This design comes from an exercise in tuning for small area, a short achievable clock period and few clock cycles per item on the open sky130 flow, not from production work.
Only simulation tests tie the RTL to the original design; equivalence was not proved.
Power and IR drop assume default switching activity.

== rev 12 ==
Design conv_engine, start of the top module:
module conv_engine (
	input  wire                                 clk,
	input  wire                                 rst_n,
	input  wire                                 start,
	input  wire [1:0]                           op,
	input  wire                                 in_valid,
	output logic                                in_ready,
	input  wire [4*16-1:0]       in_ifm,
	input  wire [4*16-1:0]       in_wgt,
	input  wire                                 in_last,
	output logic                                out_valid,
	input  wire                                 out_ready,
	output logic [4*16-1:0]      out_data,
	output logic                                out_last,
	output logic                                done
);
Size: ~4200 cells after synthesis, about 630 flip-flops, ~200 I/O pins, roughly 44000 um2 of cells after synthesis.
==> flow/config.mk <==
export PLATFORM = sky130hd
export DESIGN_NAME = conv_engine
export DESIGN_NICKNAME = conv_engine
export VERILOG_FILES = /design/flow/design.v
export SDC_FILE = /design/flow/constraint.sdc
export NUM_CORES = 4
export LEC_CHECK = 0
export CAP_MARGIN = 20
export CORE_MARGIN = 2
export CORE_UTILIZATION = 40
export SETUP_SLACK_MARGIN = 5
export SLEW_MARGIN = 20
==> flow/constraint.sdc <==
create_clock -name core_clock -period 10.0 [get_ports {clk}]
set_input_delay 2.0000 -clock core_clock [delete_from_list [all_inputs] [get_ports {clk}]]
set_output_delay 2.0000 -clock core_clock [all_outputs]
set_load 0.01 [all_outputs]
standard.sh (not shown) runs the stock make flow with config.mk's settings and CLKGATE_MAP_FILE= SYNTH_SCRIPT=/design/flow/synth_recipe.tcl, a recipe that flattens the netlist after the stock synthesis.
==> flow/flow/run.sh <==
#!/bin/bash
set -euo pipefail
M=${MARGIN:-6.2}
sed "s/SETUP_SLACK_MARGIN=[0-9.]*/SETUP_SLACK_MARGIN=$M/" standard.sh > standard_margin.sh
grep -q "SETUP_SLACK_MARGIN=$M" standard_margin.sh
bash standard_margin.sh > standard.log 2>&1
Testbench counts of rev 12, summed over its fixed seeds: cycles 14,572, tiles 384.
Setup changes, rev 12 to rev 13
==> flow/run.sh (new file) <==
#!/bin/bash
# synth_recipe.tcl (not shown) runs the flow's synth.tcl, then flattens the netlist and writes it again
# the make line also repeats each setting of config.mk as NAME=value (left out here)
make -C /OpenROAD-flow-scripts/flow DESIGN_CONFIG=/design/flow/config.mk WORK_HOME=/design/flow/orfs CLKGATE_MAP_FILE= SYNTH_SCRIPT=/design/flow/synth_recipe.tcl finish
removed: flow/flow/run.sh
removed: flow/standard.sh
[summary]
[compare] base=rev 12 new=rev 13: initial antenna violation count went up 6; combinational-cell power consumption held; area added between synthesis and finish went down 0.64 points; met2 usage in global routing held.
The standard cell core area was comparable across rev 13 and rev 12.
| wire length | lower: rev 12 |
Compared to rev 12, rev 13 has worst setup margin 0.43 ns lower.
Delta (rev 13 minus rev 12): via count closely matched the old numbers, post-layout instance area shrank by 0.57%.
Diff rev 12 -> rev 13: critical path depth saw an increase; required time of the critical path saw a decrease.

---

Setup of old:
conv_engine, a different RTL version from the one above (not shown whole).
Size in the first run: roughly 590 flip-flops, about 45000 um^2 of cells after synthesis.
clock: 10.0 ns
lec_check: 0
cap_margin: 20
core_margin: 2
core_utilization: 40
slew_margin: 20
run.sh (not shown) runs the stock make flow with config.mk's settings and CLKGATE_MAP_FILE= SYNTH_SCRIPT=/design/flow/synth_recipe.tcl, a recipe that flattens the netlist after the stock synthesis.
Stock flow here: none of the scripts above is used.
old | stages: all done | timing, DRC, antenna: all pass
Testbench counts of old, summed over its fixed seeds: cycles 14,572, tiles 384.
> inputs changed (old -> new)
--- a/flow/config.mk
+++ b/flow/config.mk
@@ -6,6 +6,8 @@
 export NUM_CORES = 4
 export LEC_CHECK = 0
+export ABC_CLOCK_PERIOD_IN_PS = 3000
 export CAP_MARGIN = 20
 export CORE_MARGIN = 2
 export CORE_UTILIZATION = 40
+export SETUP_SLACK_MARGIN = 5
 export SLEW_MARGIN = 20
==> comparison <==
| detailed-routed wire length on met2 | new vs old | ≈ equal |
Lower slack of the critical path among new and old: old
Global-route usage: new vs old, no meaningful difference
On hold slack, new and old are neck and neck.
Comparing new and old, slew of the pin with the lowest slew margin is lower on old.
The wire length of new and that of old are within noise of each other.
Total internal power: new vs old, no meaningful difference
new and old ended up with roughly the same via count.
The final instance count without filler cells on old is in line with that on new.

---

conv_engine, a different RTL version from the one above (not shown whole).
For scale: roughly 4200 cells after synthesis, about 630 flip-flops, roughly 0.044 mm² of cells after synthesis.
export LEC_CHECK = 0
export CAP_MARGIN = 20
export CORE_MARGIN = 2
export CORE_UTILIZATION = 60
export SETUP_SLACK_MARGIN = 5
export SLEW_MARGIN = 20
create_clock -name core_clock -period 10.0 [get_ports {clk}]
standard.sh (not shown) runs the stock make flow with config.mk's settings and CLKGATE_MAP_FILE= SYNTH_SCRIPT=/design/flow/synth_recipe.tcl, a recipe that flattens the netlist after the stock synthesis.
==> flow/flow/run.sh <==
#!/bin/bash
set -euo pipefail
M=6.65
sed -e "s/SETUP_SLACK_MARGIN=[0-9.]*/SETUP_SLACK_MARGIN=$M/" \
    -e "s/\"\${@:-finish}\"/BUFFER_PORTS_ARGS='-buffer_cell sky130_fd_sc_hd__buf_1' \"\${@:-finish}\"/" \
    standard.sh > standard_tuned.sh
grep -q "SETUP_SLACK_MARGIN=$M" standard_tuned.sh
grep -q "BUFFER_PORTS_ARGS" standard_tuned.sh
bash standard_tuned.sh > standard.log 2>&1
The first run finished with timing, DRC and antenna clean.
Testbench counts at the start, summed over its fixed seeds: cycles 14,572, tiles 384.
Then changed:
==> flow/flow/run.sh (replaced) <==
#!/bin/bash
set -euo pipefail
M=${MARGIN:-6.6}
sed "s/SETUP_SLACK_MARGIN=[0-9.]*/SETUP_SLACK_MARGIN=$M/" standard.sh > standard_margin.sh
grep -q "SETUP_SLACK_MARGIN=$M" standard_margin.sh
bash standard_margin.sh > standard.log 2>&1
CORE_UTILIZATION = 40   (was 60)
After rerunning: Global-route usage is lower by 8.7 points. Wire length is higher by 5.8%. Worst setup slack got worse by 0.038 ns. Count of clock-buffer cells in the layout is lower by 9.
Then changed:
==> flow/flow/run.sh (replaced) <==
#!/bin/bash
set -euo pipefail
M=6.75
sed -e "s/SETUP_SLACK_MARGIN=[0-9.]*/SETUP_SLACK_MARGIN=$M/" \
    -e "s/\"\${@:-finish}\"/BUFFER_PORTS_ARGS='-buffer_cell sky130_fd_sc_hd__buf_1' \"\${@:-finish}\"/" \
    standard.sh > standard_tuned.sh
grep -q "SETUP_SLACK_MARGIN=$M" standard_tuned.sh
grep -q "BUFFER_PORTS_ARGS" standard_tuned.sh
bash standard_tuned.sh > standard.log 2>&1
CORE_UTILIZATION = 60   (was 40)
CTS_CLUSTER_DIAMETER = 120   (was not set)
CTS_CLUSTER_SIZE = 24   (was not set)
The new run passed the timing, design-rule and antenna checks.
Via count barely changes.
Design area is lower by 5.2%.
Die area is lower by 33%.
Fmax is higher by 2.0%.
Synthesized area does not change.
Setup slack is better by 0.066 ns.
Wire length is lower by 3.0%.
Global-route usage is higher by 9.0 points.
Power is lower by 6.2%.
Synthesized cell count stays the same.

static timing again, ports no longer ideal:
How much do the figures lean on ideal ports? The routed layouts below were timed once more, with nothing changed but the port constraints.
Step 1, drivers: a clkbuf_16 drives clk and a buf_2 each remaining input, both assumed.
Step 2 times the ports against the registers' clock, not the clock port: input delays grow and output delays shrink by t, the midpoint of the rising clock arrivals with the driver on.
Slacks: ideal ports / drivers / drivers and shift; pairs: ideal ports / drivers.
run	t, ns	setup slack, ns	hold slack, ns	worst register clock-pin slew, ns	worst data-port slew with drivers (ns)
rev 12	0.718	6.325 / 6.313 / 5.981	0.321 / 0.321 / 0.321	0.07 / 0.07	0.06
rev 13	0.718	5.893 / 5.893 / 5.753	0.313 / 0.313 / 0.313	0.07 / 0.07	0.06
old	0.694	4.855 / 4.855 / 4.855	0.317 / 0.317 / 0.317	0.07 / 0.07	0.06
new	0.694	5.214 / 5.214 / 5.214	0.317 / 0.317 / 0.317	0.07 / 0.07	0.06
the first run of note 3	0.682	6.700 / 6.700 / 6.448	0.310 / 0.310 / 0.310	0.08 / 0.08	0.05
the second run of note 3	0.714	6.661 / 6.597 / 6.083	0.297 / 0.297 / 0.297	0.07 / 0.07	0.07
the third run of note 3	0.696	6.728 / 6.715 / 6.500	0.321 / 0.321 / 0.321	0.11 / 0.11	0.05
After both steps setup and hold are still met in every run listed. The setup slack of the second run of note 3, which loses most, moves by -0.064 ns with the drivers and by -0.578 ns with both steps.
